What follows belongs to an exercise in optimizing a design on an open flow for small area, a short achievable clock period and few clock cycles per item; a production flow would make more cautious choices.
RTL that was checked went through simulation tests only; none was proved equivalent to the original.
No functional check of the RTL was part of runs 1, 2 and 4.
Power is estimated from default activity; no workload was simulated.

`design/flow/config.mk`:
```
export PLATFORM = sky130hd
export DESIGN_NAME = heater_handle_supervisor
export DESIGN_NICKNAME = heater_handle_supervisor
export VERILOG_FILES = /design/flow/design.v
export SDC_FILE = /design/flow/constraint.sdc
export NUM_CORES = 4
export LEC_CHECK = 0
export CAP_MARGIN = 20
export CORE_MARGIN = 2
export CORE_UTILIZATION = 40
export CTS_BUF_LIST = sky130_fd_sc_hd__clkbuf_8
export SLEW_MARGIN = 20
```
`design/flow/constraint.sdc`:
```
create_clock -name core_clock -period 9.0 [get_ports {clk_i}]
set_input_delay 1.8000 -clock core_clock [delete_from_list [all_inputs] [get_ports {clk_i}]]
set_output_delay 1.8000 -clock core_clock [all_outputs]
set_load 0.01 [all_outputs]
```
`design/flow/design.v`:
```
package hhs_pkg;
  localparam int unsigned CfgIdxW  = 3;
  localparam int unsigned CfgDataW = 16;
  localparam int unsigned InW      = 38;
  localparam int unsigned OutW     = 12;
  localparam logic [1:0] FAULT_OK       = 2'd0;
  localparam logic [1:0] FAULT_OVER_TMP = 2'd1;
  localparam logic [1:0] FAULT_LOW_TMP  = 2'd2;
  localparam logic [1:0] FAULT_FAN      = 2'd3;
  localparam logic [1:0] ModeCold  = 2'd1;
  localparam logic [1:0] ModePower = 2'd2;
  localparam logic [9:0] TempFanHigh   = 10'd250;
  localparam logic [9:0] TempFanLow    = 10'd70;
  localparam logic [9:0] TempSleepCool = 10'd70;
  localparam logic [9:0] TempFanOff    = 10'd40;
  localparam logic [7:0] SleepDuty     = 8'd50;
  localparam logic [15:0] RstSleepTicks  = 16'd100;
  localparam logic [14:0] RstErrorTicks  = 15'd5;
  localparam logic [9:0]  RstMaxTemp     = 10'd520;
  localparam logic [9:0]  RstMinTemp     = 10'd10;
  localparam logic [7:0]  RstMinAir      = 8'd10;
  localparam logic [8:0]  RstCoolLim     = 9'd120;   
  localparam logic [7:0]  RstMaxAirDuty  = 8'd86;    
  localparam logic [7:0]  RstSleepFanDuty = 8'd58;   
  function automatic logic [4:0] air_step(input logic [7:0] level);
    logic [3:0] r;
    logic       b, c;
    r = {level[3] ^ level[0], level[2:0]};
    case (r)
      4'd0:    b = level != 8'd0;
      4'd1:    b = level > 8'd25;
      4'd2:    b = level > 8'd50;
      4'd3:    b = level > 8'd75;
      4'd4:    b = level > 8'd100;
      4'd5:    b = level > 8'd125;
      4'd6:    b = level > 8'd150;
      4'd7:    b = level > 8'd175;
      4'd8:    b = level > 8'd200;
      4'd9:    b = level > 8'd225;
      4'd10:   b = level > 8'd250;
      default: b = 1'b0;
    endcase
    c = level[3] & level[0];
    air_step = {3'b111, c | !b, !(c ^ !b)};
  endfunction
  function automatic logic [7:0] air_sum(input logic [7:0] level, input logic [4:0] step);
    air_sum = {1'b0, level[7:1]} + {4'd0, level[7:4]} + {3'd0, step};
  endfunction
  function automatic logic [7:0] scaled_air(input logic [7:0] level);
    scaled_air = air_sum(level, air_step(level));
  endfunction
  function automatic logic [6:0] temp_duty(input logic [9:0] temp);
    logic [4:0] h;
    h = 5'bx;
    case (temp[7:0])
      8'd70: h = 5'd7;
      8'd71: h = 5'd7;
      8'd72: h = 5'd8;
      8'd73: h = 5'd7;
      8'd74: h = 5'd8;
      8'd75: h = 5'd7;
      8'd76: h = 5'd8;
      8'd77: h = 5'd8;
      8'd78: h = 5'd8;
      8'd79: h = 5'd8;
      8'd80: h = 5'd8;
      8'd81: h = 5'd8;
      8'd82: h = 5'd9;
      8'd83: h = 5'd8;
      8'd84: h = 5'd9;
      8'd85: h = 5'd8;
      8'd86: h = 5'd9;
      8'd87: h = 5'd9;
      8'd88: h = 5'd9;
      8'd89: h = 5'd9;
      8'd90: h = 5'd9;
      8'd91: h = 5'd9;
      8'd92: h = 5'd10;
      8'd93: h = 5'd9;
      8'd94: h = 5'd10;
      8'd95: h = 5'd9;
      8'd96: h = 5'd10;
      8'd97: h = 5'd10;
      8'd98: h = 5'd10;
      8'd99: h = 5'd10;
      8'd100: h = 5'd10;
      8'd101: h = 5'd10;
      8'd102: h = 5'd11;
      8'd103: h = 5'd10;
      8'd104: h = 5'd11;
      8'd105: h = 5'd10;
      8'd106: h = 5'd11;
      8'd107: h = 5'd11;
      8'd108: h = 5'd11;
      8'd109: h = 5'd11;
      8'd110: h = 5'd11;
      8'd111: h = 5'd11;
      8'd112: h = 5'd12;
      8'd113: h = 5'd11;
      8'd114: h = 5'd12;
      8'd115: h = 5'd11;
      8'd116: h = 5'd12;
      8'd117: h = 5'd12;
      8'd118: h = 5'd12;
      8'd119: h = 5'd12;
      8'd120: h = 5'd12;
      8'd121: h = 5'd12;
      8'd122: h = 5'd13;
      8'd123: h = 5'd12;
      8'd124: h = 5'd13;
      8'd125: h = 5'd12;
      8'd126: h = 5'd13;
      8'd127: h = 5'd13;
      8'd128: h = 5'd13;
      8'd129: h = 5'd13;
      8'd130: h = 5'd13;
      8'd131: h = 5'd13;
      8'd132: h = 5'd14;
      8'd133: h = 5'd13;
      8'd134: h = 5'd14;
      8'd135: h = 5'd13;
      8'd136: h = 5'd14;
      8'd137: h = 5'd14;
      8'd138: h = 5'd14;
      8'd139: h = 5'd14;
      8'd140: h = 5'd14;
      8'd141: h = 5'd14;
      8'd142: h = 5'd15;
      8'd143: h = 5'd14;
      8'd144: h = 5'd15;
      8'd145: h = 5'd14;
      8'd146: h = 5'd15;
      8'd147: h = 5'd15;
      8'd148: h = 5'd15;
      8'd149: h = 5'd15;
      8'd150: h = 5'd15;
      8'd151: h = 5'd15;
      8'd152: h = 5'd16;
      8'd153: h = 5'd15;
      8'd154: h = 5'd16;
      8'd155: h = 5'd15;
      8'd156: h = 5'd16;
      8'd157: h = 5'd16;
      8'd158: h = 5'd16;
      8'd159: h = 5'd16;
      8'd160: h = 5'd16;
      8'd161: h = 5'd16;
      8'd162: h = 5'd17;
      8'd163: h = 5'd16;
      8'd164: h = 5'd17;
      8'd165: h = 5'd16;
      8'd166: h = 5'd17;
      8'd167: h = 5'd17;
      8'd168: h = 5'd17;
      8'd169: h = 5'd17;
      8'd170: h = 5'd17;
      8'd171: h = 5'd17;
      8'd172: h = 5'd18;
      8'd173: h = 5'd17;
      8'd174: h = 5'd18;
      8'd175: h = 5'd17;
      8'd176: h = 5'd18;
      8'd177: h = 5'd18;
      8'd178: h = 5'd18;
      8'd179: h = 5'd18;
      8'd180: h = 5'd18;
      8'd181: h = 5'd18;
      8'd182: h = 5'd19;
      8'd183: h = 5'd18;
      8'd184: h = 5'd19;
      8'd185: h = 5'd18;
      8'd186: h = 5'd19;
      8'd187: h = 5'd19;
      8'd188: h = 5'd19;
      8'd189: h = 5'd19;
      8'd190: h = 5'd19;
      8'd191: h = 5'd19;
      8'd192: h = 5'd20;
      8'd193: h = 5'd19;
      8'd194: h = 5'd20;
      8'd195: h = 5'd19;
      8'd196: h = 5'd20;
      8'd197: h = 5'd20;
      8'd198: h = 5'd20;
      8'd199: h = 5'd20;
      8'd200: h = 5'd20;
      8'd201: h = 5'd20;
      8'd202: h = 5'd21;
      8'd203: h = 5'd20;
      8'd204: h = 5'd21;
      8'd205: h = 5'd20;
      8'd206: h = 5'd21;
      8'd207: h = 5'd21;
      8'd208: h = 5'd21;
      8'd209: h = 5'd21;
      8'd210: h = 5'd21;
      8'd211: h = 5'd21;
      8'd212: h = 5'd22;
      8'd213: h = 5'd21;
      8'd214: h = 5'd22;
      8'd215: h = 5'd21;
      8'd216: h = 5'd22;
      8'd217: h = 5'd22;
      8'd218: h = 5'd22;
      8'd219: h = 5'd22;
      8'd220: h = 5'd22;
      8'd221: h = 5'd22;
      8'd222: h = 5'd23;
      8'd223: h = 5'd22;
      8'd224: h = 5'd23;
      8'd225: h = 5'd22;
      8'd226: h = 5'd23;
      8'd227: h = 5'd23;
      8'd228: h = 5'd23;
      8'd229: h = 5'd23;
      8'd230: h = 5'd23;
      8'd231: h = 5'd23;
      8'd232: h = 5'd24;
      8'd233: h = 5'd23;
      8'd234: h = 5'd24;
      8'd235: h = 5'd23;
      8'd236: h = 5'd24;
      8'd237: h = 5'd24;
      8'd238: h = 5'd24;
      8'd239: h = 5'd24;
      8'd240: h = 5'd24;
      8'd241: h = 5'd24;
      8'd242: h = 5'd25;
      8'd243: h = 5'd24;
      8'd244: h = 5'd25;
      8'd245: h = 5'd24;
      8'd246: h = 5'd25;
      8'd247: h = 5'd25;
      8'd248: h = 5'd25;
      8'd249: h = 5'd25;
      default: h = 5'bx;
    endcase
    temp_duty = temp[7:1] - {2'd0, h};
  endfunction
endpackage
module hhs_cfg_regs (
  input  logic                         clk_i,
  input  logic                         rst_ni,
  input  logic                         we_i,
  input  logic [hhs_pkg::CfgIdxW-1:0]  idx_i,
  input  logic [hhs_pkg::CfgDataW-1:0] data_i,
  input  logic [7:0]                   level_i,
  input  logic [7:0]                   air_duty_i,
  output logic [15:0]                  sleep_ticks_o,
  output logic [14:0]                  error_ticks_o,
  output logic [9:0]                   max_temp_o,
  output logic [9:0]                   min_temp_o,
  output logic [7:0]                   min_air_o,
  output logic [8:0]                   cool_lim_o,
  output logic [7:0]                   max_air_duty_o,
  output logic [7:0]                   sleep_fan_duty_o
);
  logic pend_pto_q, pend_max_air_q, pend_sfl_q;
  always_ff @(posedge clk_i or negedge rst_ni) begin
    if (!rst_ni) begin
      sleep_ticks_o <= hhs_pkg::RstSleepTicks;
      error_ticks_o <= hhs_pkg::RstErrorTicks;
      max_temp_o    <= hhs_pkg::RstMaxTemp;
      min_temp_o    <= hhs_pkg::RstMinTemp;
      min_air_o     <= hhs_pkg::RstMinAir;
    end else if (we_i) begin
      case (idx_i)
        3'd0: sleep_ticks_o <= data_i;
        3'd1: error_ticks_o <= data_i[14:0];
        3'd2: max_temp_o    <= data_i[9:0];
        3'd3: min_temp_o    <= data_i[9:0];
        3'd4: min_air_o     <= data_i[7:0];
        default: ;
      endcase
    end
  end
  always_ff @(posedge clk_i or negedge rst_ni) begin
    if (!rst_ni) begin
      pend_pto_q     <= 1'b0;
      pend_max_air_q <= 1'b0;
      pend_sfl_q     <= 1'b0;
    end else begin
      pend_pto_q     <= we_i && (idx_i == 3'd5);
      pend_max_air_q <= we_i && (idx_i == 3'd6);
      pend_sfl_q     <= we_i && (idx_i == 3'd7);
    end
  end
  always_ff @(posedge clk_i or negedge rst_ni) begin
    if (!rst_ni) begin
      cool_lim_o       <= hhs_pkg::RstCoolLim;
      max_air_duty_o   <= hhs_pkg::RstMaxAirDuty;
      sleep_fan_duty_o <= hhs_pkg::RstSleepFanDuty;
    end else begin
      if (pend_pto_q)     cool_lim_o       <= {1'b0, level_i} + 9'd70;
      if (pend_max_air_q) max_air_duty_o   <= air_duty_i;
      if (pend_sfl_q)     sleep_fan_duty_o <= air_duty_i;
    end
  end
endmodule
module hhs_step (
  input  logic        cold_i,         
  input  logic        docked_i,       
  input  logic        sleep_cool_i,   
  input  logic        air_low_i,
  input  logic        hot_i,
  input  logic        cool_i,
  input  logic        fan_off_i,      
  input  logic [7:0]  duty_sel_i,     
  input  logic [15:0] sleep_ticks_i,
  input  logic [14:0] error_ticks_i,
  input  logic [7:0]  max_air_duty_i,
  input  logic        work_i,
  input  logic [15:0] sleep_cnt_i,
  input  logic [15:0] fault_cnt_i,
  input  logic [1:0]  fault_i,
  input  logic        fan_fault_i,
  input  logic        fan_hold_i,
  input  logic [7:0]  duty_i,
  output logic        work_o,
  output logic [15:0] sleep_cnt_o,
  output logic [15:0] fault_cnt_o,
  output logic [1:0]  fault_o,
  output logic        fan_fault_o,
  output logic        fan_hold_o,
  output logic [7:0]  duty_o,
  output logic        beep_o
);
  logic        sleep_hit, dbl_hit, half_hit;
  logic [15:0] fault_base;
  assign sleep_hit = (sleep_cnt_i != 16'hffff) && (sleep_cnt_i >= sleep_ticks_i);
  assign fault_base = work_i ? fault_cnt_i : 16'd0;
  assign dbl_hit  = work_i ? (fault_cnt_i >= {error_ticks_i, 1'b0})
                           : (error_ticks_i == 15'd0);
  assign half_hit = work_i ? (fault_cnt_i >= {2'b0, error_ticks_i[14:1]})
                           : (error_ticks_i[14:1] == 14'd0);
  always_comb begin
    work_o      = work_i;
    sleep_cnt_o = sleep_cnt_i;
    beep_o      = 1'b0;
    if (!work_i) begin
      if (!docked_i || cold_i) work_o = 1'b1;
    end else if (docked_i && !cold_i && sleep_cool_i) begin
      if (sleep_hit) begin
        work_o      = 1'b0;
        sleep_cnt_o = 16'd0;
        beep_o      = 1'b1;
      end else begin
        sleep_cnt_o = sleep_cnt_i + 16'd1;
      end
    end
    fault_o     = fault_i;
    fault_cnt_o = fault_base;
    if (fault_i == hhs_pkg::FAULT_OK) begin
      if (cold_i) begin
        if (air_low_i) begin
          if (dbl_hit) begin
            fault_o     = hhs_pkg::FAULT_FAN;
            fault_cnt_o = 16'd0;
          end else begin
            fault_cnt_o = fault_base + 16'd1;
          end
        end
      end else if (!docked_i && (hot_i || cool_i || air_low_i)) begin
        if (half_hit && hot_i) begin
          fault_o     = hhs_pkg::FAULT_OVER_TMP;
          fault_cnt_o = 16'd0;
        end else if (dbl_hit && air_low_i) begin
          fault_o     = hhs_pkg::FAULT_FAN;
          fault_cnt_o = 16'd0;
        end else if (dbl_hit && cool_i) begin
          fault_o     = hhs_pkg::FAULT_LOW_TMP;
          fault_cnt_o = 16'd0;
        end else begin
          fault_cnt_o = fault_base + 16'd1;
        end
      end else begin
        fault_cnt_o = 16'd0;
      end
    end else if (docked_i) begin
      fault_o     = hhs_pkg::FAULT_OK;
      fault_cnt_o = 16'd0;
    end
    fan_fault_o = fan_fault_i;
    fan_hold_o  = fan_hold_i;
    duty_o      = duty_i;
    if (!fan_fault_i) begin
      if (fault_o != hhs_pkg::FAULT_OK) begin
        fan_fault_o = 1'b1;
      end else if (work_o) begin
        fan_hold_o = cold_i || !docked_i;
        duty_o     = duty_sel_i;
      end else if (!fan_off_i) begin
        if (!fan_hold_i) duty_o = hhs_pkg::SleepDuty;
      end else if (!fan_hold_i) begin
        fan_hold_o = 1'b1;
        duty_o     = 8'd0;
      end
    end else begin
      duty_o = max_air_duty_i;
      if (fault_o == hhs_pkg::FAULT_OK) fan_fault_o = 1'b0;
    end
  end
endmodule
module heater_handle_supervisor (
  input  logic                         clk_i,
  input  logic                         rst_ni,
  input  logic                         in_valid_i,
  output logic                         in_ready_o,
  input  logic [hhs_pkg::InW-1:0]      in_data_i,
  output logic                         out_valid_o,
  input  logic                         out_ready_i,
  output logic [hhs_pkg::OutW-1:0]     out_data_o,
  input  logic                         cfg_valid_i,
  output logic                         cfg_ready_o,
  input  logic [hhs_pkg::CfgIdxW-1:0]  cfg_index_i,
  input  logic [hhs_pkg::CfgDataW-1:0] cfg_data_i
);
  logic [15:0] sleep_ticks;
  logic [14:0] error_ticks;
  logic [9:0]  max_temp;
  logic [9:0]  min_temp;
  logic [7:0]  min_air;
  logic [8:0]  cool_lim;
  logic [7:0]  max_air_duty;
  logic [7:0]  sleep_fan_duty;
  logic        s0_valid_q;
  logic        s0_docked_q, s0_cold_q, s0_power_q;
  logic [9:0]  s0_temp_q;
  logic [7:0]  s0_air_q;
  logic [7:0]  s0_level_q;
  logic [1:0]  s0_air_step_q;
  logic        in_cold;
  logic [4:0]  cold_step, hot_step, cfg_step;
  logic        s1_valid_q;
  logic        s1_docked_q, s1_cold_q, s1_sleep_cool_q, s1_air_low_q;
  logic        s1_hot_q, s1_cool_q, s1_fan_off_q;
  logic [7:0]  s1_duty_sel_q;
  logic [7:0]  air_duty, duty_sel;
  logic        sleep_cool;
  logic        work_q, work_d;
  logic [15:0] sleep_cnt_q, sleep_cnt_d;
  logic [15:0] fault_cnt_q, fault_cnt_d;
  logic [1:0]  fault_q, fault_d;
  logic        fan_fault_q, fan_fault_d;
  logic        fan_hold_q, fan_hold_d;
  logic [7:0]  duty_q, duty_d;
  logic        beep_q, beep_d;
  logic        res_valid_q;
  logic [hhs_pkg::OutW-1:0] res;
  logic        old_valid_q;
  logic        out_valid_q;
  logic [hhs_pkg::OutW-1:0] out_q;
  logic [hhs_pkg::OutW-1:0] res_d;
  logic        in_ready_q;
  logic        accept, full2, en0, en1, adv2;
  logic        s0_valid_d, s1_valid_d, res_valid_d, old_valid_d;
  assign cfg_ready_o = 1'b1;
  assign full2  = res_valid_q && old_valid_q;
  assign adv2   = s1_valid_q && !full2;
  assign en1    = !s1_valid_q || !full2;
  assign en0    = !s0_valid_q || en1;
  assign accept = in_valid_i && in_ready_q;
  assign s0_valid_d   = en0 ? accept : s0_valid_q;
  assign s1_valid_d   = en1 ? s0_valid_q : s1_valid_q;
  assign res_valid_d  = adv2 || (res_valid_q && !(!old_valid_q && out_ready_i));
  assign old_valid_d  = old_valid_q ? !out_ready_i : (res_valid_q && adv2 && !out_ready_i);
  always_ff @(posedge clk_i or negedge rst_ni) begin
    if (!rst_ni) begin
      s0_valid_q   <= 1'b0;
      s1_valid_q   <= 1'b0;
      res_valid_q  <= 1'b0;
      old_valid_q  <= 1'b0;
      out_valid_q  <= 1'b0;
      in_ready_q   <= 1'b1;
    end else begin
      s0_valid_q   <= s0_valid_d;
      s1_valid_q   <= s1_valid_d;
      res_valid_q  <= res_valid_d;
      old_valid_q  <= old_valid_d;
      out_valid_q  <= res_valid_d || old_valid_d;
      in_ready_q   <= !(s0_valid_d && s1_valid_d && res_valid_d && old_valid_d);
    end
  end
  assign in_ready_o = in_ready_q;
  assign in_cold   = (in_data_i[35:34] == hhs_pkg::ModeCold);
  assign cold_step = hhs_pkg::air_step(in_data_i[7:0]);
  assign hot_step  = hhs_pkg::air_step(in_data_i[15:8]);
  assign cfg_step  = hhs_pkg::air_step(cfg_data_i[7:0]);
  always_ff @(posedge clk_i) begin
    if (en0) begin
      s0_docked_q <= !in_data_i[37] && in_data_i[36];
      s0_cold_q   <= in_cold;
      s0_power_q  <= (in_data_i[35:34] == hhs_pkg::ModePower);
      s0_temp_q   <= in_data_i[33:24];
      s0_air_q    <= in_data_i[23:16];
    end
    if (cfg_valid_i) begin
      s0_level_q    <= cfg_data_i[7:0];
      s0_air_step_q <= cfg_step[1:0];
    end else if (en0) begin
      s0_level_q    <= in_cold ? in_data_i[7:0] : in_data_i[15:8];
      s0_air_step_q <= in_cold ? cold_step[1:0] : hot_step[1:0];
    end
  end
  assign air_duty = hhs_pkg::air_sum(s0_level_q, {3'b111, s0_air_step_q});
  always_comb begin
    if (s0_cold_q || !s0_docked_q) begin
      duty_sel = air_duty;
    end else if (s0_temp_q >= hhs_pkg::TempFanHigh) begin
      duty_sel = sleep_fan_duty;
    end else if (s0_temp_q >= hhs_pkg::TempFanLow) begin
      duty_sel = {1'b0, hhs_pkg::temp_duty(s0_temp_q)};
    end else begin
      duty_sel = 8'd0;
    end
  end
  assign sleep_cool = s0_power_q ? ({1'b0, s0_temp_q} <= {2'b0, cool_lim})
                                 : (s0_temp_q <= hhs_pkg::TempSleepCool);
  always_ff @(posedge clk_i) begin
    if (en1) begin
      s1_docked_q     <= s0_docked_q;
      s1_cold_q       <= s0_cold_q;
      s1_sleep_cool_q <= sleep_cool;
      s1_air_low_q    <= s0_air_q < min_air;
      s1_hot_q        <= s0_temp_q >= max_temp;
      s1_cool_q       <= s0_temp_q <= min_temp;
      s1_fan_off_q    <= s0_temp_q < hhs_pkg::TempFanOff;
      s1_duty_sel_q   <= duty_sel;
    end
  end
  hhs_cfg_regs u_cfg (
    .clk_i            (clk_i),
    .rst_ni           (rst_ni),
    .we_i             (cfg_valid_i),
    .idx_i            (cfg_index_i),
    .data_i           (cfg_data_i),
    .level_i          (s0_level_q),
    .air_duty_i       (air_duty),
    .sleep_ticks_o    (sleep_ticks),
    .error_ticks_o    (error_ticks),
    .max_temp_o       (max_temp),
    .min_temp_o       (min_temp),
    .min_air_o        (min_air),
    .cool_lim_o       (cool_lim),
    .max_air_duty_o   (max_air_duty),
    .sleep_fan_duty_o (sleep_fan_duty)
  );
  hhs_step u_step (
    .cold_i         (s1_cold_q),
    .docked_i       (s1_docked_q),
    .sleep_cool_i   (s1_sleep_cool_q),
    .air_low_i      (s1_air_low_q),
    .hot_i          (s1_hot_q),
    .cool_i         (s1_cool_q),
    .fan_off_i      (s1_fan_off_q),
    .duty_sel_i     (s1_duty_sel_q),
    .sleep_ticks_i  (sleep_ticks),
    .error_ticks_i  (error_ticks),
    .max_air_duty_i (max_air_duty),
    .work_i         (work_q),
    .sleep_cnt_i    (sleep_cnt_q),
    .fault_cnt_i    (fault_cnt_q),
    .fault_i        (fault_q),
    .fan_fault_i    (fan_fault_q),
    .fan_hold_i     (fan_hold_q),
    .duty_i         (duty_q),
    .work_o         (work_d),
    .sleep_cnt_o    (sleep_cnt_d),
    .fault_cnt_o    (fault_cnt_d),
    .fault_o        (fault_d),
    .fan_fault_o    (fan_fault_d),
    .fan_hold_o     (fan_hold_d),
    .duty_o         (duty_d),
    .beep_o         (beep_d)
  );
  always_ff @(posedge clk_i or negedge rst_ni) begin
    if (!rst_ni) begin
      work_q      <= 1'b0;
      sleep_cnt_q <= 16'd0;
      fault_cnt_q <= 16'd0;
      fault_q     <= hhs_pkg::FAULT_OK;
      fan_fault_q <= 1'b0;
      fan_hold_q  <= 1'b0;
      duty_q      <= 8'd0;
      beep_q      <= 1'b0;
    end else if (adv2) begin
      work_q      <= work_d;
      sleep_cnt_q <= sleep_cnt_d;
      fault_cnt_q <= fault_cnt_d;
      fault_q     <= fault_d;
      fan_fault_q <= fan_fault_d;
      fan_hold_q  <= fan_hold_d;
      duty_q      <= duty_d;
      beep_q      <= beep_d;
    end
  end
  assign res   = {work_q, fault_q, duty_q, beep_q};
  assign res_d = adv2 ? {work_d, fault_d, duty_d, beep_d} : res;
  always_ff @(posedge clk_i) begin
    if (!old_valid_d) out_q <= res_d;
  end
  assign out_valid_o = out_valid_q;
  assign out_data_o  = out_q;
endmodule
```
`design/flow/flow/run.sh`:
```
#!/bin/bash
# Layout: the standard flow (standard.sh, which runs the standard synthesis
# unchanged) with two settings changed: the ports are buffered with
# sky130_fd_sc_hd__buf_1 (buffer_ports' own pick is a delay buffer), and the
# timing repair aims for 6 ns of setup slack at the design's clock period.
# The make output goes to standard_flow.log; ORFS's logs stay under orfs/logs.
set -euo pipefail
bash standard.sh SETUP_SLACK_MARGIN=6 "BUFFER_PORTS_ARGS=-buffer_cell sky130_fd_sc_hd__buf_1" finish > standard_flow.log 2>&1
```
`design/flow/standard.sh`:
```
#!/bin/bash
# synth_recipe.tcl (not shown) runs the flow's synth.tcl, then flattens the netlist and writes it again
# the make line also repeats each setting of config.mk as NAME=value (left out here)
make -C /OpenROAD-flow-scripts/flow DESIGN_CONFIG=/design/flow/config.mk WORK_HOME=/design/flow/orfs CLKGATE_MAP_FILE= SYNTH_SCRIPT=/design/flow/synth_recipe.tcl "${@:-finish}"
```
==> impl_metrics.yaml, run 1 <==
layout:
  syn_to_final_growth_pct: 16.76
  layoutNonFillerInstCount: 1804
  stdcell_area_sq_um: 14190
  fillers: 2883
  drive_gt1_share_pct: 15.98
  regArea_sq_um: 5365
  multi_input_area_sq_um: 6540
  diodes: 0
  layout.nets: 1555
worst_setup_path:
  r2r_start: "fault_cnt_q[6]"
  cp.required_ps: 9380
  worstReg2RegEnd: "out_q[2]"
  end_kind: "register"
  startpoint: "in_data_i[3]"
  start_kind: "input pin"
  worstSetupEndpoint: "s0_air_step_q[0]"
  r2r.worst_path.cells: 10
  crit_arrival_ps: 3580
  worstSetupPathType: "in -> reg"
  rrSetupSlack_ps: 6020
  crit_path_max_fanout: 7
timing:
  slew_headroom_pct: 39.32
  fin_ws_ps: 5797
  final-hold-violation-count: 0
  fmaxAchievable_mhz: 312.2
  worst_clock_skew_ps: 25.99
  setup_viol: 0
  rsz0062_at_grt: "true"
  fin_setup_tns_ps: 0
  worstMarginPinSlew_ps: 908.4
  fin_crit_sh_pct: 35.59
  drv_slew: 0
  period_minus_slack_ps: 3203
synthesis:
  yosys_warnings: 3
  muxShareOfSynthArea_pct: 5.456
  synth.area.top_cells: "dfrtp_1 24%, edfxtp_1 14%, ha_1 11%"
  synthCells: 1286
  synthXorXnorAreaFrac_pct: 1.802
  yosys.cell_types.count: 75
  synthFlopType: "dfrtp_1"
  synth_area_leader_cell: "dfrtp_1"
  synth_compound_area_share_pct: 17.76
  synth_nets: 1455
  syn_area_per_cell_sq_um: 9.451
  synth_simple_gate_area_share_pct: 14.39
  synth_edf_count: 58
  ys_ff_latch: 202
  ys_seq_area_share_pct: 44.02
  synth_top_area_share_pct: 23.68
  synth_area_sq_um: 12150
  synthArstFlopShare_pct: 68.81
  synth_top_family_by_area: "compound AO/OA/AOI/OAI gates"
  synth-adder-area-share_pct: 11.26
floorplanning:
  dieArea_sq_um: 31800
  die_x_microns: 178.3
  die_h_microns: 178.3
  start_util_pct: 40.79
  num_rows: 63
  ioPinCount: 77
  core_sq_um: 29800
pwr:
  power_density_nw_per_um2: 229.5
  p_leak_nw: 6.062
  peakVddDrop_v: 0.00007820
global_route:
  gr-total-overflow: 0
  grt_antenna_before_repair: 0
  grt_pass1_wl_microns: 48730
  track_usage_pct: 19.16
  grt_pass1_vias: 9432
  grt_start_max_net_pins: 62
drt:
  vias: 9710
  viasPerCell: 5.382
  drtAntennaViolNets: 0
  drt_wl_total_microns: 29960
  first_pass_iters: 5
  drc: 0
  wl_per_cell_microns: 16.61
  drtIter0Drc: 741
clock_tree:
  root_buffer: "clkbuf_8"
  clk_latency_ps: 530
  clk_pin_slew_ps: 60
  clockBufferDepth: 3
  numCtsBuffers: 37
  cts_tree: "built"
  clkSinkCount: 202
  htreeDepth: 2
  cts_hold_buf: 0
placement:
  dpl_worst_slack_ps: 4786
  place.gp.congestion: 0.8535
  place_area_sq_um: 12860
  dp_cells: 1715
  io_buffers: 75
  dpl.hpwl_microns: 21280
flow_run:
  cap_violations: 0
min_path:
  hold_path_class: "reg -> reg"
outcome:
  status: "complete, no violations"
-- layout by cell type, fill, tap and decap left out, types with 16 or more instances in the layout --
| cell type | count |
|---|---|
| dfstp_2 | 24 |
| a21oi_1 | 63 |
| mux2i_1 | 32 |
| buf_4 | 30 |
| clkbuf_8 | 47 |
| nor2_1 | 72 |
| ha_1 | 95 |
| nand2b_1 | 23 |
| nand2_1 | 158 |
| inv_1 | 136 |
| a21o_1 | 17 |
| xnor2_1 | 17 |
| dfrtp_1 | 105 |
| o21ai_0 | 128 |
| nand3_1 | 29 |
| nor3_1 | 16 |
| mux2_2 | 26 |
| edfxtp_1 | 58 |
| buf_1 | 55 |
| nand4_1 | 17 |
-- cells in the mapped netlist, types with 7 or more instances --
library cell / number
nor2_1: 75
mux2i_1: 37
a221oi_1: 9
nor3_1: 21
mux2_2: 26
nand4_1: 17
dfrtp_1: 115
nand2b_1: 24
dfstp_2: 24
ha_1: 103
nand2_1: 159
nand3_1: 30
xor2_1: 8
xnor2_1: 17
clkbuf_1: 39
inv_1: 124
nor2b_1: 14
edfxtp_1: 58
a211oi_1: 11
o211ai_1: 8
o22ai_1: 15
a21o_1: 17
o21a_1: 7
o21ai_0: 131
a21oi_1: 68
-- sequential cells by signal, summed over array words and instances (netlist names), 9 cells and up, named ones only --
name	flops
u_cfg.cool_lim_o	9
u_cfg.error_ticks_o	15
u_cfg.sleep_ticks_o	16
u_cfg.max_temp_o	10
out_q	12
s0_temp_q	10
u_cfg.min_temp_o	10
sleep_cnt_q	16
fault_cnt_q	16
-- per-layer routing --
metal	track usage, %	share of wire (%)	vias to the layer above
met5	0	0	-
met4	8.672	4.1	0
met3	3.090	4.6	82
met2	29.97	45	241
met1	26.16	46	4577
li1	-	-	4810
-- per-stage QoR --
step                utilization (%)  power, mW  hold slack, ps
global placement              43.16      2.246           431.7
finish                        47.63      3.256           453.7
floorplan                         -      1.987           416.8
global route                  47.63      3.483           463.8
CTS                           46.40      3.209           456.3
detailed placement            43.16      2.272           447.3
-- critical path, cell delays in order --
cell,delay [ps]
buf_6,110
ha_4,240
o22ai_2,90
o211ai_1,140
o211a_1,150
nor2_1,90
nor2_1,40
o22a_1,230
a21oi_2,130
ha_1,240
mux2i_1,130
nor2_1,50
a21oi_1,130
-- layout make-up --
cell class                      count  area share (%)
Tap cell                          390           3.439
Inverter                          124           3.280
Clock buffer                       47           4.558
Sequential cell                   202           37.81
Clock inverter                     20          0.5731
Multi-Input combinational cell    915           46.09
Timing Repair Buffer              106           4.259
-- how the worst min path moves through the flow --
stage                     cells past startpoint         to      start
after CTS                                     0  s1_cold_q  s0_cold_q
after global placement                        0  s1_cold_q  s0_cold_q
after floorplan                               0  s1_cold_q  s0_cold_q
after detailed placement                      0  s1_cold_q  s0_cold_q
after global routing                          0  s1_cold_q  s0_cold_q
final                                         0  s1_cold_q  s0_cold_q
-- what timing repair did --
| action | in CTS | in global routing |
|---|---|---|
| gates cloned | 0 | 1 |
| endpoints found under the setup margin | 38 | 47 |
| buffers inserted | 6 | 15 |
| resized for setup | 52 | 60 |
| pin swaps | 14 | 19 |
-- cell families (layout without fill, tap and decap cells) --
group,count (synthesis),after routing
multiplexers,63,63
AO/OA/AOI/OAI,340,340
AND/OR/NAND/NOR,379,379
other,1,1
XOR/XNOR,25,25
flip-flops,202,202
adder cells (fa/ha/maj),107,107
buffers and inverters,169,297
-- report_power, final --
part | leakage (nW) | total, mW | switching, mW | internal, mW
Clock | 0.431 | 0.859 | 0.390 | 0.469
Combinational | 3.29 | 1.04 | 0.603 | 0.432
Sequential | 2.34 | 1.36 | 0.153 | 1.21
==> inputs of run 2 (changes only) <==
--- a/design/flow/config.mk
+++ b/design/flow/config.mk
@@ -7,6 +7,5 @@
 export LEC_CHECK = 0
 export CAP_MARGIN = 20
 export CORE_MARGIN = 2
-export CORE_UTILIZATION = 40
-export CTS_BUF_LIST = sky130_fd_sc_hd__clkbuf_8
+export CORE_UTILIZATION = 65
 export SLEW_MARGIN = 20
==> impl_metrics.yaml, run 2 <==
outcome:
  status: "complete, no violations"
layout:
  diodes: 0
  most-common-layout-cells: "158 x nand2_1, 128 x o21ai_0, 122 x inv_1, 108 x dfrtp_1, 95 x ha_1"
  syn_to_final_growth_pct: 15.01
  reg_top3: "fault_cnt_q x16, sleep_cnt_q x16, u_cfg.sleep_ticks_o x16"
  post-route-util_pct: 75.49
  layout.nets: 1552
  layoutNonFillerInstCount: 1632
  layout_commonest_cell: "nand2_1"
  drive_gt1_share_pct: 14.88
  fillers: 1346
min_path:
  hold_path_class: "reg -> reg"
drt:
  drtAntennaViolNets: 0
  met2_length_microns: 13740
  viasPerCell: 6.078
  wl_met3_microns: 1531
  first_pass_iters: 8
  drtIter0Drc: 600
  wl_per_cell_microns: 17.90
  drt_wl_total_microns: 29220
  wl_met1_microns: 13010
  vias: 9919
  drc: 0
  dr.max_layer_used: "met4"
timing:
  fmaxAchievable_mhz: 302.6
  slew_headroom_pct: 32.80
  worst_clock_skew_ps: 11.04
  fin_crit_sh_pct: 36.72
  setup_viol: 0
  drv_slew: 0
  worstMarginPinSlew_ps: 1006
  hold_ws_ps: 450.5
  fin_setup_tns_ps: 0
  period_minus_slack_ps: 3305
  final-hold-violation-count: 0
  rsz0062_at_grt: "true"
pwr:
  peakVddDrop_v: 0.0001314
  p_leak_nw: 6.012
  power_density_nw_per_um2: 234.5
clock_tree:
  clk_latency_ps: 510
  root_buffer: "clkbuf_16"
  htreeDepth: 1
  clkSinkCount: 202
  numCtsBuffers: 23
  clockBufferDepth: 3
  cts_tree: "built"
  cts_hold_buf: 0
  clk_pin_slew_ps: 60
worst_setup_path:
  crit_path_max_fanout: 6
  start_kind: "input pin"
  crit_arrival_ps: 3550
  cp.required_ps: 9240
  end_kind: "register"
  worstSetupPathType: "in -> reg"
synthesis:
  yosys_warnings: 3
  synth.area.top_cells: "dfrtp_1 24%, edfxtp_1 14%, ha_1 11%"
  synthFlopType: "dfrtp_1"
  ys_seq_area_share_pct: 44.02
  synth_edf_count: 58
  synth_area_leader_cell: "dfrtp_1"
  synth_area_sq_um: 12150
  syn_area_per_cell_sq_um: 9.451
  synth_common_cells: "159 x nand2_1, 131 x o21ai_0, 124 x inv_1"
  synth_top_area_share_pct: 23.68
  synth.most_common_cell: "nand2_1"
  synthCells: 1286
  yosys.cell_types.count: 75
  synthArstFlopShare_pct: 68.81
  synth_nets: 1455
  ys_ff_latch: 202
global_route:
  track_usage_pct: 29.37
  gr-total-overflow: 0
  grt_pass1_vias: 9455
  grt_pass1_wl_microns: 47170
  grt_start_max_net_pins: 56
  grt_antenna_before_repair: 0
floorplanning:
  ioPinCount: 77
  num_rows: 50
  die_h_microns: 140.7
  start_util_pct: 65.64
  dieArea_sq_um: 19810
  die_x_microns: 140.7
  core_sq_um: 18520
placement:
  dpl.hpwl_microns: 20090
  place.gp.congestion: 0.8775
  io_buffers: 75
  dp_cells: 1558
flow_run:
  cap_violations: 0
run 2: routing by layer:
metal | track usage [%] | vias to the layer above
met4 | 10.37 | 0
met5 | 0 | -
met3 | 3.736 | 68
li1 | - | 4795
met2 | 48.01 | 311
met1 | 40.83 | 4745
run 2: kinds of logic (layout without fill, tap and decap cells):
logic type	count (synthesis)	after routing	synth area share, %
compound gates	340	340	17.76
xor+xnor	25	25	1.802
fa+ha+maj	107	107	11.26
buf+inv	169	281	5.281
flops	202	202	44.02
mux	63	63	5.456
other cells	1	1	0.03085
simple gates	379	379	14.39
run 2: report_power, final:
part | internal (mW) | switching [mW] | leakage (nW)
clock network | 0.489 | 0.368 | 0.325
registers | 1.21 | 0.158 | 2.34
logic | 0.450 | 0.603 | 3.35
run 2: final cells by class:
class	instances	area, sq um	area share [%]
sequential	202	5359	38.34
tap	234	292.8	2.095
multi-input combinational	915	6490	46.43
clock buffer	34	636.9	4.556
clock inverter	6	40.04	0.2864
timing repair buffer	117	694.4	4.968
inverter	124	465.4	3.330
run 2: worst max-delay path: stages:
cell and delay, ps:
buf_1 290, a21boi_1 160, o211ai_1 250, o211a_1 210
nor2_1 60, nor2_1 130, o22a_1 160, a21oi_2 50
ha_4 250, mux2i_1 60, nor2_1 90, a21oi_1 40
run 2: worst paths after layout:
check	startpoint	to	slack [ps]	depth (start not counted)
max in group asynchronous	rst_ni	u_cfg.max_temp_o[1]	6550	2
worst max-delay path	in_data_i[2]	s0_air_step_q[0]	5700	12
worst max register to register	u_cfg.error_ticks_o[2]	fault_cnt_q[15]	6040	10
min in group asynchronous	rst_ni	u_cfg.sleep_ticks_o[10]	1310	1
worst min register to register	s0_cold_q	s1_cold_q	450	0
worst min-delay path	s0_cold_q	s1_cold_q	450	0
run 2: repair_timing:
| item | CTS | global route |
|---|---|---|
| resized for setup | 48 | 54 |
| setup endpoints to repair | 54 | 47 |
| buffers inserted | 10 | 23 |
| gates cloned | 0 | 1 |
| pin swaps | 12 | 17 |
run 2: stage by stage:
step | power (mW) | worst slack [ps] | cell area (sq um)
floorplan | 1.987 | 5490 | 12210
finish | 3.277 | 5695 | 13980
detailed placement | 2.266 | 4862 | 12660
global route | 3.476 | 5656 | 13980
global placement | 2.231 | 4993 | 12660
CTS | 3.178 | 5818 | 13550
==> inputs of run 3 (changes only) <==
--- a/design/flow/design.v
+++ b/design/flow/design.v
@@ -426,7 +426,7 @@
   logic        s0_valid_q;
   logic        s0_docked_q, s0_cold_q, s0_power_q;
   logic [9:0]  s0_temp_q;
-  logic [7:0]  s0_air_q;
+  logic        s0_air_low_q;
   logic [7:0]  s0_level_q;
   logic [1:0]  s0_air_step_q;
   logic        in_cold;
@@ -492,7 +492,7 @@
       s0_cold_q   <= in_cold;
       s0_power_q  <= (in_data_i[35:34] == hhs_pkg::ModePower);
       s0_temp_q   <= in_data_i[33:24];
-      s0_air_q    <= in_data_i[23:16];
+      s0_air_low_q <= in_data_i[23:16] < min_air;
     end
     if (cfg_valid_i) begin
       s0_level_q    <= cfg_data_i[7:0];
@@ -521,7 +521,7 @@
       s1_docked_q     <= s0_docked_q;
       s1_cold_q       <= s0_cold_q;
       s1_sleep_cool_q <= sleep_cool;
-      s1_air_low_q    <= s0_air_q < min_air;
+      s1_air_low_q    <= s0_air_low_q;
       s1_hot_q        <= s0_temp_q >= max_temp;
       s1_cool_q       <= s0_temp_q <= min_temp;
       s1_fan_off_q    <= s0_temp_q < hhs_pkg::TempFanOff;
--- a/design/flow/config.mk
+++ b/design/flow/config.mk
@@ -7,5 +7,6 @@
 export LEC_CHECK = 0
 export CAP_MARGIN = 20
 export CORE_MARGIN = 2
-export CORE_UTILIZATION = 65
+export CORE_UTILIZATION = 40
+export CTS_BUF_LIST = sky130_fd_sc_hd__clkbuf_8
 export SLEW_MARGIN = 20
==> impl_metrics.yaml, run 3 <==
layout:
  drive_gt1_share_pct: 12.47
  fillers: 2880
  reg_top3: "fault_cnt_q x16, sleep_cnt_q x16, u_cfg.sleep_ticks_o x16"
  layout.nets: 1519
  syn_to_final_growth_pct: 11.98
  regArea_sq_um: 5144
  most-common-layout-cells: "138 x nand2_1, 120 x inv_1, 116 x o21ai_0, 112 x dfrtp_1, 101 x ha_1"
  diodes: 0
  layout_commonest_cell: "nand2_1"
  multi_input_area_sq_um: 6441
drt:
  viasPerCell: 5.354
  vias: 9386
  drtAntennaViolNets: 0
  wl_per_cell_microns: 16.28
  drc: 0
  drtIter0Drc: 577
  first_pass_iters: 5
  drt_wl_total_microns: 28550
global_route:
  grt_antenna_before_repair: 0
  grt_pass1_wl_microns: 47000
  grt_pass1_vias: 9142
  track_usage_pct: 18.75
  grt_start_max_net_pins: 52
  gr-total-overflow: 0
worst_setup_path:
  crit_arrival_ps: 3590
  r2r_start: "fault_cnt_q[9]"
  path_cells: "buf_8, ha_4, or3_4, a211oi_2, o221ai_2, a21oi_1, a22oi_2, ha_1, mux2i_1, nor2_1, a21oi_1"
  r2r.worst_path.cells: 9
  crit_path_frequent_cell: "a21oi_1"
  crit_slowest_cell: "or3_4"
  worstReg2RegEnd: "out_q[7]"
  max_stage_delay_ps: 330
  rrSetupSlack_ps: 6120
  end_kind: "register"
  worstSetupPathType: "in -> reg"
  cp.required_ps: 9240
  start_kind: "input pin"
  worstSetupEndpoint: "s0_air_step_q[0]"
  crit_path_max_fanout: 3
  startpoint: "in_data_i[3]"
placement:
  place.gp.congestion: 0.8598
  io_buffers: 75
  dpl.hpwl_microns: 20830
  dpl_worst_slack_ps: 4834
clock_tree:
  clockBufferDepth: 2
  cts_hold_buf: 0
  numCtsBuffers: 17
  root_buffer: "clkbuf_8"
  clk_pin_slew_ps: 100
  clk_latency_ps: 480
  clkSinkCount: 195
  cts_tree: "built"
  htreeDepth: 4
synthesis:
  synthArstFlopShare_pct: 71.28
  synth_area_leader_cell: "dfrtp_1"
  synth_common_cells: "139 x nand2_1, 121 x o21ai_0, 119 x inv_1"
  ys_ff_latch: 195
  synth_nets: 1449
  synthCells: 1280
  syn_area_per_cell_sq_um: 9.347
  synth.most_common_cell: "nand2_1"
  synth_top_area_share_pct: 24.05
  yosys.cell_types.count: 77
  ys_seq_area_share_pct: 42.96
  yosys_warnings: 3
  synthFlopType: "dfrtp_1"
  synth.area.top_cells: "dfrtp_1 24%, edfxtp_1 13%, ha_1 11%"
  synth_edf_count: 51
  synth_area_sq_um: 11960
floorplanning:
  die_x_microns: 176.9
  start_util_pct: 40.47
  ioPinCount: 77
  dieArea_sq_um: 31310
  num_rows: 63
  core_sq_um: 29560
  die_h_microns: 176.9
outcome:
  status: "complete, no violations"
timing:
  rsz0062_at_grt: "true"
  setup_viol: 0
  drv_slew: 0
  worstMarginPinSlew_ps: 782.2
  worst_clock_skew_ps: 12.92
  fin_crit_sh_pct: 37.27
  period_minus_slack_ps: 3354
  slew_headroom_pct: 46.36
  fmaxAchievable_mhz: 298.1
  final-hold-violation-count: 0
  fin_ws_ps: 5646
  fin_setup_tns_ps: 0
min_path:
  hold_path_class: "reg -> reg"
  hold_start: "s0_air_low_q"
pwr:
  peakVddDrop_v: 0.00009096
  power_density_nw_per_um2: 204.3
  p_leak_nw: 5.850
flow_run:
  cap_violations: 0
==> run 3: cell count changes in the layout (fill, tap and decap cells not counted), moves of 10 or more <==
cell       change
a21oi_1       +10
a31oi_1       +16
buf_4         -23
clkbuf_16     -23
clkbuf_8      +15
nand2_1       -20
nor2_1        +10
o21ai_0       -12
==> run 3: cell type report <==
class	count	share of cell area, %
Inverter	119	3.362
Tap cell	390	3.642
Sequential cell	195	38.39
Multi-Input combinational cell	922	48.08
Clock buffer	17	1.746
Clock inverter	15	1.177
Timing Repair Buffer	95	3.605
==> run 3: timing repair <==
action	CTS	global route
gates resized for setup	20	41
gates cloned	0	1
setup buffers	1	12
setup endpoints to repair	75	84
pin swaps	9	13
==> run 3: kinds of logic (layout without fill, tap and decap cells) <==
logic type,Yosys count,after routing,share of synthesized area [%]
AO/OA/AOI/OAI,339,339,17.30
flip-flops,195,195,42.96
other,1,1,0.03134
AND/OR/NAND/NOR,389,390,15.67
multiplexers,60,60,5.292
adder cells (fa/ha/maj),107,107,11.44
XOR/XNOR,25,25,1.830
buffers and inverters,164,246,5.480
==> run 3: worst min path at each step <==
stage | to | slack [ps] | cells after the start
finish | s1_air_low_q | 430 | 0
global route | s1_air_low_q | 440 | 0
CTS | s1_air_low_q | 430 | 0
detailed placement | s1_air_low_q | 410 | 0
global placement | s1_air_low_q | 400 | 0
floorplan | s1_air_low_q | 400 | 0
==> run 3: routing by layer <==
metal / part of all wire [%] / GRT usage (%)
met5: 0 / 0
met4: 1.2 / 4.304
met3: 3.5 / 2.878
met2: 47 / 31.01
met1: 49 / 25.89
==> run 3: worst max-delay path, delay by kind of cell <==
kind            cells  cell delay, ps
compound gates      5             660
buf+inv             1             100
simple gates        2             440
mux                 1              60
fa+ha+maj           2             510
==> run 3: report_power, final <==
part / switching, mW / internal (mW) / total [mW] / leakage [nW]
clock: 0.327 / 0.250 / 0.576 / 0.199
combinational: 0.510 / 0.356 / 0.866 / 3.38
sequential: 0.136 / 1.16 / 1.30 / 2.27
==> run 3: through the flow <==
stage	instances	utilization, %	area, sq um	hold slack (ps)	total power, mW
after global routing	1753	45.32	13400	435.6	2.937
after global placement	1707	42.91	12680	401.4	2.123
after CTS	1740	44.48	13150	431.0	2.734
after detailed placement	1707	42.91	12680	405.6	2.146
after floorplan	1280	-	12070	400.3	1.896
final	1753	45.32	13400	432.5	2.738
Testbench counts of run 3, summed over its fixed seeds: cycles 16,024, items 16,000.
==> inputs of run 4 (changes only) <==
--- a/design/flow/design.v
+++ b/design/flow/design.v
@@ -426,7 +426,7 @@
   logic        s0_valid_q;
   logic        s0_docked_q, s0_cold_q, s0_power_q;
   logic [9:0]  s0_temp_q;
-  logic        s0_air_low_q;
+  logic [7:0]  s0_air_q;
   logic [7:0]  s0_level_q;
   logic [1:0]  s0_air_step_q;
   logic        in_cold;
@@ -492,7 +492,7 @@
       s0_cold_q   <= in_cold;
       s0_power_q  <= (in_data_i[35:34] == hhs_pkg::ModePower);
       s0_temp_q   <= in_data_i[33:24];
-      s0_air_low_q <= in_data_i[23:16] < min_air;
+      s0_air_q    <= in_data_i[23:16];
     end
     if (cfg_valid_i) begin
       s0_level_q    <= cfg_data_i[7:0];
@@ -521,7 +521,7 @@
       s1_docked_q     <= s0_docked_q;
       s1_cold_q       <= s0_cold_q;
       s1_sleep_cool_q <= sleep_cool;
-      s1_air_low_q    <= s0_air_low_q;
+      s1_air_low_q    <= s0_air_q < min_air;
       s1_hot_q        <= s0_temp_q >= max_temp;
       s1_cool_q       <= s0_temp_q <= min_temp;
       s1_fan_off_q    <= s0_temp_q < hhs_pkg::TempFanOff;
==> design/flow/run.sh (new file) <==
#!/bin/bash
# synth_recipe.tcl (not shown) runs the flow's synth.tcl, then flattens the netlist and writes it again
# the make line also repeats each setting of config.mk as NAME=value (left out here)
make -C /OpenROAD-flow-scripts/flow DESIGN_CONFIG=/design/flow/config.mk WORK_HOME=/design/flow/orfs CLKGATE_MAP_FILE= SYNTH_SCRIPT=/design/flow/synth_recipe.tcl finish
--- a/design/flow/config.mk
+++ b/design/flow/config.mk
@@ -8,5 +8,5 @@
 export CAP_MARGIN = 20
 export CORE_MARGIN = 2
 export CORE_UTILIZATION = 40
-export CTS_BUF_LIST = sky130_fd_sc_hd__clkbuf_8
+export SETUP_SLACK_MARGIN = 5
 export SLEW_MARGIN = 20
removed: design/flow/flow/run.sh
removed: design/flow/standard.sh
==> impl_metrics.yaml, run 4 <==
clock_tree:
  clockBufferDepth: 3
  clk_pin_slew_ps: 60
  cts_hold_buf: 0
  clkSinkCount: 202
  cts_tree: "built"
  numCtsBuffers: 24
  postCtsSetupBuffers: 0
  clk_latency_ps: 520
  ctsResizeCount: 0
  root_buffer: "clkbuf_16"
  htreeDepth: 1
timing:
  slew_headroom_pct: 31.81
  worst_clock_skew_ps: 17.34
  final-hold-violation-count: 0
  period_minus_slack_ps: 3862
  fin_ws_ps: 5138
  rsz0062_at_grt: "true"
  fmaxAchievable_mhz: 258.9
  setup_viol: 0
  drv_slew: 0
  worstMarginPinSlew_ps: 994.4
  fin_setup_tns_ps: 0
  fin_crit_sh_pct: 42.91
drt:
  vias: 9499
  first_pass_iters: 7
  wl_per_cell_microns: 16.35
  drtAntennaViolNets: 0
  drt_wl_total_microns: 28720
  viasPerCell: 5.406
  drc: 0
  drtIter0Drc: 632
synthesis:
  synth_edf_count: 58
  synth.most_common_cell: "nand2_1"
  synth_nets: 1455
  yosys.cell_types.count: 75
  syn_area_per_cell_sq_um: 9.451
  synthArstFlopShare_pct: 68.81
  ys_ff_latch: 202
  synth.area.top_cells: "dfrtp_1 24%, edfxtp_1 14%, ha_1 11%"
  synthCells: 1286
  synthFlopType: "dfrtp_1"
  synth_top_area_share_pct: 23.68
  yosys_warnings: 3
  synth_area_leader_cell: "dfrtp_1"
  synth_common_cells: "159 x nand2_1, 131 x o21ai_0, 124 x inv_1"
  ys_seq_area_share_pct: 44.02
  synth_area_sq_um: 12150
floorplanning:
  ioPinCount: 77
  die_x_microns: 178.3
  num_rows: 63
  dieArea_sq_um: 31800
  start_util_pct: 40.79
  core_sq_um: 29800
  die_h_microns: 178.3
layout:
  most-common-layout-cells: "159 x nand2_1, 131 x o21ai_0, 124 x inv_1, 115 x dfrtp_1, 103 x ha_1"
  drive_gt1_share_pct: 8.413
  layout.nets: 1518
  layout_commonest_cell: "nand2_1"
  diodes: 0
  reg_top3: "fault_cnt_q x16, sleep_cnt_q x16, u_cfg.sleep_ticks_o x16"
  fillers: 2813
  syn_to_final_growth_pct: 16.94
placement:
  dpl_worst_slack_ps: 4486
  dpl.hpwl_microns: 21120
  place.gp.congestion: 0.8593
  io_buffers: 75
min_path:
  hold_path_class: "reg -> reg"
global_route:
  grt_antenna_before_repair: 0
  grt_pass1_wl_microns: 47630
  gr-total-overflow: 0
  grt_start_max_net_pins: 81
  track_usage_pct: 18.58
  grt_pass1_vias: 9176
worst_setup_path:
  crit_path_frequent_cell: "nor2_1"
  cpLargestDelayFamily: "compound AO/OA/AOI/OAI gates"
  end_kind: "register"
  start_kind: "input pin"
  max_stage_delay_ps: 610
  crit_path_max_fanout: 8
  crit_slowest_cell: "clkdlybuf4s50_1"
  path_cells: "clkdlybuf4s50_1, ha_1, o22ai_1, o211ai_1, o211a_1, nor2_1, nor2_1, o22a_1, a21oi_1, ha_1, mux2i_1, nor2_1, a21oi_1"
  cp.required_ps: 9370
  cp_num_buf_inv: 1
  worstSetupPathType: "in -> reg"
  crit_arrival_ps: 4230
pwr:
  peakVddDrop_v: 0.0001279
  p_leak_nw: 6.104
  power_density_nw_per_um2: 239.4
flow_run:
  cap_violations: 0
outcome:
  status: "complete, no violations"
-- run 4: cell types whose count changed after synthesis, sizes merged, moves of 6 or more --
cell and delta:
a31oi -17, o22ai +8, a221oi +6, edfxtp +7, and3 -7, nor2 -9, nand2 +20, a21oi -7
o21ai +7, o311ai +6, o21a -7
-- run 4: worst register-to-register path, stage by stage (launching register included) --
cell,delay (ps)
dfrtp_1,450
ha_1,340
nand4_1,130
a2111oi_0,670
o221ai_2,230
a31oi_2,370
a311o_1,350
nand2_1,80
a21oi_1,450
a221oi_1,240
-- run 4: path summary, 6_finish.rpt --
kind | from | to | slack, ps | cells after the start
hold / removal | s0_cold_q | s1_cold_q | 450 | 0
min in group asynchronous | rst_ni | u_cfg.sleep_ticks_o[15] | 1290 | 1
hold reg to reg | s0_cold_q | s1_cold_q | 450 | 0
max in group asynchronous | rst_ni | u_cfg.cool_lim_o[2] | 6400 | 2
setup reg to reg | fault_cnt_q[14] | out_q[8] | 5370 | 9
setup / recovery | in_data_i[0] | s0_air_step_q[0] | 5140 | 13
-- run 4: stage by stage --
stage / area [sq um] / cells / util [%] / hold slack [ps] / power [mW]
detailed placement: 13290 / 1713 / 44.59 / 432.0 / 2.320
CTS: 14200 / 1757 / 47.65 / 449.2 / 3.436
finish: 14210 / 1757 / 47.70 / 448.3 / 3.403
floorplan: 12150 / 1286 / - / 416.8 / 1.985
global placement: 13290 / 1713 / 44.59 / 426.6 / 2.296
global route: 14210 / 1757 / 47.70 / 455.6 / 3.633
-- run 4: metal layers --
layer	track usage, %	share of wire [%]	vias to the layer above
li1	-	-	4724
met1	26.25	48	4534
met2	30.22	46	194
met3	2.110	4.0	47
met4	5.217	2.3	0
met5	0	0	-
-- run 4: cell type report --
type,instances,area [sq um],share of cell area [%]
Clock inverter,12,220.2,1.549
Inverter,124,465.4,3.275
Clock buffer,32,691.9,4.868
Sequential cell,202,5350,37.64
Multi-Input combinational cell,915,6188,43.54
Timing Repair Buffer,82,809.5,5.695
Tap cell,390,488.0,3.433
-- run 4: report_power, final --
| group | total (mW) | internal, mW | switching [mW] | leakage (nW) |
|---|---|---|---|---|
| clock network | 1.10 | 0.712 | 0.386 | 0.445 |
| logic | 0.946 | 0.413 | 0.533 | 3.31 |
| registers | 1.36 | 1.21 | 0.151 | 2.35 |
| total | 3.40 | 2.33 | 1.07 | 6.10 |
-- run 4: logic make-up (layout without fill, tap and decap cells) --
family / Yosys count / count (layout) / share of synthesized area [%]
flip-flops: 202 / 202 / 44.02
other: 1 / 1 / 0.03085
AO/OA/AOI/OAI: 340 / 340 / 17.76
adder cells (fa/ha/maj): 107 / 107 / 11.26
buffers and inverters: 169 / 250 / 5.281
XOR/XNOR: 25 / 25 / 1.802
multiplexers: 63 / 63 / 5.456
AND/OR/NAND/NOR: 379 / 379 / 14.39
==> inputs of run 5 (changes only) <==
--- a/design/flow/design.v
+++ b/design/flow/design.v
@@ -426,9 +426,9 @@
   logic        s0_valid_q;
   logic        s0_docked_q, s0_cold_q, s0_power_q;
   logic [9:0]  s0_temp_q;
-  logic [7:0]  s0_air_q;
+  logic        s0_air_low_q;
   logic [7:0]  s0_level_q;
-  logic [1:0]  s0_air_step_q;
+  logic [1:0]  s0_cold_step_q, s0_hot_step_q;
   logic        in_cold;
   logic [4:0]  cold_step, hot_step, cfg_step;
   logic        s1_valid_q;
@@ -492,17 +492,19 @@
       s0_cold_q   <= in_cold;
       s0_power_q  <= (in_data_i[35:34] == hhs_pkg::ModePower);
       s0_temp_q   <= in_data_i[33:24];
-      s0_air_q    <= in_data_i[23:16];
+      s0_air_low_q <= in_data_i[23:16] < min_air;
     end
     if (cfg_valid_i) begin
-      s0_level_q    <= cfg_data_i[7:0];
-      s0_air_step_q <= cfg_step[1:0];
+      s0_level_q     <= cfg_data_i[7:0];
+      s0_cold_step_q <= cfg_step[1:0];
+      s0_hot_step_q  <= cfg_step[1:0];
     end else if (en0) begin
-      s0_level_q    <= in_cold ? in_data_i[7:0] : in_data_i[15:8];
-      s0_air_step_q <= in_cold ? cold_step[1:0] : hot_step[1:0];
+      s0_level_q     <= in_cold ? in_data_i[7:0] : in_data_i[15:8];
+      s0_cold_step_q <= cold_step[1:0];
+      s0_hot_step_q  <= hot_step[1:0];
     end
   end
-  assign air_duty = hhs_pkg::air_sum(s0_level_q, {3'b111, s0_air_step_q});
+  assign air_duty = hhs_pkg::air_sum(s0_level_q, {3'b111, s0_cold_q ? s0_cold_step_q : s0_hot_step_q});
   always_comb begin
     if (s0_cold_q || !s0_docked_q) begin
       duty_sel = air_duty;
@@ -521,7 +523,7 @@
       s1_docked_q     <= s0_docked_q;
       s1_cold_q       <= s0_cold_q;
       s1_sleep_cool_q <= sleep_cool;
-      s1_air_low_q    <= s0_air_q < min_air;
+      s1_air_low_q    <= s0_air_low_q;
       s1_hot_q        <= s0_temp_q >= max_temp;
       s1_cool_q       <= s0_temp_q <= min_temp;
       s1_fan_off_q    <= s0_temp_q < hhs_pkg::TempFanOff;
==> design/flow/flow/run.sh (new file) <==
#!/bin/bash
# Layout: the standard flow (standard.sh, which runs the standard synthesis
# unchanged) with two settings changed: the ports are buffered with
# sky130_fd_sc_hd__buf_1 (buffer_ports' own pick is a delay buffer), and the
# timing repair aims for 6 ns of setup slack at the design's clock period.
# The make output goes to standard_flow.log; ORFS's logs stay under orfs/logs.
set -euo pipefail
bash standard.sh SETUP_SLACK_MARGIN=5.5 "BUFFER_PORTS_ARGS=-buffer_cell sky130_fd_sc_hd__buf_1" finish > standard_flow.log 2>&1
==> design/flow/standard.sh (new file) <==
#!/bin/bash
# synth_recipe.tcl (not shown) runs the flow's synth.tcl, then flattens the netlist and writes it again
# the make line also repeats each setting of config.mk as NAME=value (left out here)
make -C /OpenROAD-flow-scripts/flow DESIGN_CONFIG=/design/flow/config.mk WORK_HOME=/design/flow/orfs CLKGATE_MAP_FILE= SYNTH_SCRIPT=/design/flow/synth_recipe.tcl "${@:-finish}"
--- a/design/flow/config.mk
+++ b/design/flow/config.mk
@@ -8,5 +8,5 @@
 export CAP_MARGIN = 20
 export CORE_MARGIN = 2
 export CORE_UTILIZATION = 40
-export SETUP_SLACK_MARGIN = 5
+export CTS_BUF_LIST = sky130_fd_sc_hd__clkbuf_8
 export SLEW_MARGIN = 20
removed: design/flow/run.sh
==> impl_metrics.yaml, run 5 <==
pwr:
  p_leak_nw: 5.742
  peakVddDrop_v: 0.0001170
  power_density_nw_per_um2: 216.5
  fin_total_pwr_mw: 2.832
layout:
  layout.nets: 1497
  layout_commonest_cell: "nand2_1"
  reg_top3: "fault_cnt_q x16, sleep_cnt_q x16, u_cfg.sleep_ticks_o x16"
  drive_gt1_share_pct: 8.874
  most-common-layout-cells: "148 x nand2_1, 118 x inv_1, 115 x dfrtp_1, 108 x o21ai_0, 103 x ha_1"
  post-route-util_pct: 44.25
  syn_to_final_growth_pct: 9.191
  fillers: 2909
  diodes: 0
  stdcell_area_sq_um: 13080
  layoutNonFillerInstCount: 1731
synthesis:
  synth.area.top_cells: "dfrtp_1 24%, edfxtp_1 13%, ha_1 11%"
  yosys_warnings: 3
  synthCells: 1272
  syn_area_per_cell_sq_um: 9.418
  synth_top_area_share_pct: 24.02
  synth_edf_count: 53
  synth_nets: 1441
  yosys.cell_types.count: 77
  ys_seq_area_share_pct: 43.40
  synthFlopType: "dfrtp_1"
  synth_area_sq_um: 11980
  synth_area_leader_cell: "dfrtp_1"
  ys_ff_latch: 197
  synth.most_common_cell: "nand2_1"
  synthArstFlopShare_pct: 70.56
  synth_common_cells: "148 x nand2_1, 117 x inv_1, 115 x dfrtp_1"
placement:
  dpl_worst_slack_ps: 5149
  dpl.hpwl_microns: 21040
  io_buffers: 75
  dp_cells: 1699
  place.gp.congestion: 0.8514
  place_area_sq_um: 12650
drt:
  first_pass_iters: 5
  wl_per_cell_microns: 16.41
  drtAntennaViolNets: 0
  viasPerCell: 5.386
  drtIter0Drc: 688
  drc: 0
  drt_wl_total_microns: 28400
  vias: 9323
timing:
  fin_setup_tns_ps: 0
  fmaxAchievable_mhz: 301.9
  setup_viol: 0
  worst_clock_skew_ps: 19.44
  rsz0062_at_grt: "true"
  hold_ws_ps: 496.3
  period_minus_slack_ps: 3312
  fin_crit_sh_pct: 36.80
  drv_slew: 0
  final-hold-violation-count: 0
  fin_ws_ps: 5688
  worstMarginPinSlew_ps: 974.1
  slew_headroom_pct: 33.20
clock_tree:
  cts_hold_buf: 0
  clk_pin_slew_ps: 110
  root_buffer: "clkbuf_8"
  clk_latency_ps: 490
  clockBufferDepth: 2
  cts_tree: "built"
  htreeDepth: 4
  postCtsSetupBuffers: 0
  numCtsBuffers: 17
  clkSinkCount: 197
worst_setup_path:
  max_stage_delay_ps: 600
  crit_slowest_cell: "or4b_1"
  crit_path_max_fanout: 11
  cpLargestDelayFamily: "compound AO/OA/AOI/OAI gates"
  start_kind: "register"
  path_cells: "ha_1, a211oi_1, nor2_1, a2111o_1, or4b_1, a311oi_4, nor2_4, o21ai_1, a221o_1"
  startpoint: "fault_cnt_q[9]"
  r2r_start: "fault_cnt_q[9]"
  end_kind: "register"
  worstSetupPathType: "reg -> reg"
  cp_num_buf_inv: 0
  cp.required_ps: 9340
  crit_arrival_ps: 3660
global_route:
  grt_pass1_vias: 8981
  gr-total-overflow: 0
  track_usage_pct: 18.70
  grt_start_max_net_pins: 74
  grt_pass1_wl_microns: 46860
  grt_antenna_before_repair: 0
min_path:
  hold_start: "u_cfg.max_air_duty_o[2]"
  hold_path_class: "reg -> reg"
floorplanning:
  core_sq_um: 29560
  num_rows: 63
  start_util_pct: 40.53
  die_h_microns: 177.1
  dieArea_sq_um: 31350
  ioPinCount: 77
  die_x_microns: 177.1
outcome:
  status: "complete, no violations"
flow_run:
  cap_violations: 0
[run 5: changes by cell type in the layout (fill, tap and decap cells not counted), moves of 10 or more]
cell | previous run | this run
o21ai_0 | 131 | 108
clkdlybuf4s50_1 | 72 | 0
nor2_1 | 75 | 88
clkbuf_16 | 25 | 0
clkbuf_8 | 4 | 17
buf_1 | 0 | 71
a21o_1 | 17 | 27
nand2_1 | 159 | 148
[run 5: what timing repair did]
item	4_1_cts	5_1_grt
pin swaps	0	2
resized for setup	2	8
endpoints found under the setup margin	8	11
[run 5: cell type report]
class	count	area, sq um	share of cell area, %
clock buffers	17	234.0	1.789
clock inverters	15	162.7	1.243
inverters	117	439.2	3.357
multi-input cells	909	6186	47.29
flip-flops and latches	197	5200	39.75
well taps	390	488.0	3.730
repair buffers	86	371.6	2.841
[run 5: worst reg2reg max path, cell delays in order, from the launching register on]
cell and delay (ps):
dfrtp_1 460, ha_1 310, a211oi_1 240, nor2_1 80
a2111o_1 440, or4b_1 600, a311oi_4 440, nor2_4 150
o21ai_1 240, a221o_1 210
[run 5: logic make-up (layout without fill, tap and decap cells)]
kind of cell / after synthesis / in the layout / synth area share [%]
AO/OA/AOI/OAI: 328 / 328 / 17.41
XOR/XNOR: 27 / 27 / 1.974
adder cells (fa/ha/maj): 108 / 108 / 11.51
buffers and inverters: 166 / 235 / 5.337
flip-flops: 197 / 197 / 43.40
multiplexers: 62 / 62 / 5.462
other: 1 / 1 / 0.03130
AND/OR/NAND/NOR: 383 / 383 / 14.87
[run 5: worst paths after layout]
| kind | end | slack, ps | depth (start not counted) |
|---|---|---|---|
| setup / recovery | out_q[6] | 5690 | 9 |
| hold reg to reg | u_cfg.max_air_duty_o[2] | 500 | 2 |
| max in group asynchronous | u_cfg.error_ticks_o[4] | 6020 | 3 |
| min in group asynchronous | fault_cnt_q[11] | 1530 | 2 |
| hold / removal | u_cfg.max_air_duty_o[2] | 500 | 2 |
| setup reg to reg | out_q[6] | 5690 | 9 |
[run 5: power breakdown]
group	leakage (nW)	switching [mW]	total (mW)	internal, mW
logic	3.23	0.550	0.914	0.364
clock network	0.207	0.357	0.592	0.235
registers	2.31	0.150	1.33	1.18
total	5.74	1.06	2.83	1.77
[run 5: layer usage]
metal | vias to the layer above | routed length, microns | GRT usage (%)
met5 | - | 0 | 0
met4 | 0 | 389 | 5.062
met3 | 28 | 940 | 2.792
met2 | 182 | 13330 | 29.93
met1 | 4466 | 13740 | 26.38
li1 | 4647 | - | -
Testbench counts of run 5, summed over its fixed seeds: cycles 16,024, items 16,000.

static timing again, ports no longer ideal:
No port has a modelled driver above. Below, the same layouts with a new extraction and two added sets of constraints. Step 1, drivers: a clkbuf_16 drives clk_i and a buf_2 each remaining input, both assumed. Step 2 also shifts input and output timing later by t, the mid clock arrival at the registers, as if the neighbouring blocks saw the same clock. Three values: no drivers, after step 1, after step 2; two values: the first two.
| run | t, ns | setup slack, ns | worst slew at a driven data input, ns |
|---|---|---|---|
| run 1 | 0.561 | 5.797 / 5.806 / 5.245 | 0.05 |
| run 2 | 0.552 | 5.695 / 5.723 / 5.170 | 0.06 |
| run 3 | 0.518 | 5.646 / 5.650 / 5.133 | 0.07 |
| run 4 | 0.556 | 5.138 / 5.157 / 4.601 | 0.04 |
| run 5 | 0.522 | 5.688 / 5.688 / 5.221 | 0.05 |
After both steps every run listed still meets setup and hold. For run 1, which loses most, drivers alone change the setup slack by +0.009 ns; drivers and shift together by -0.552 ns.
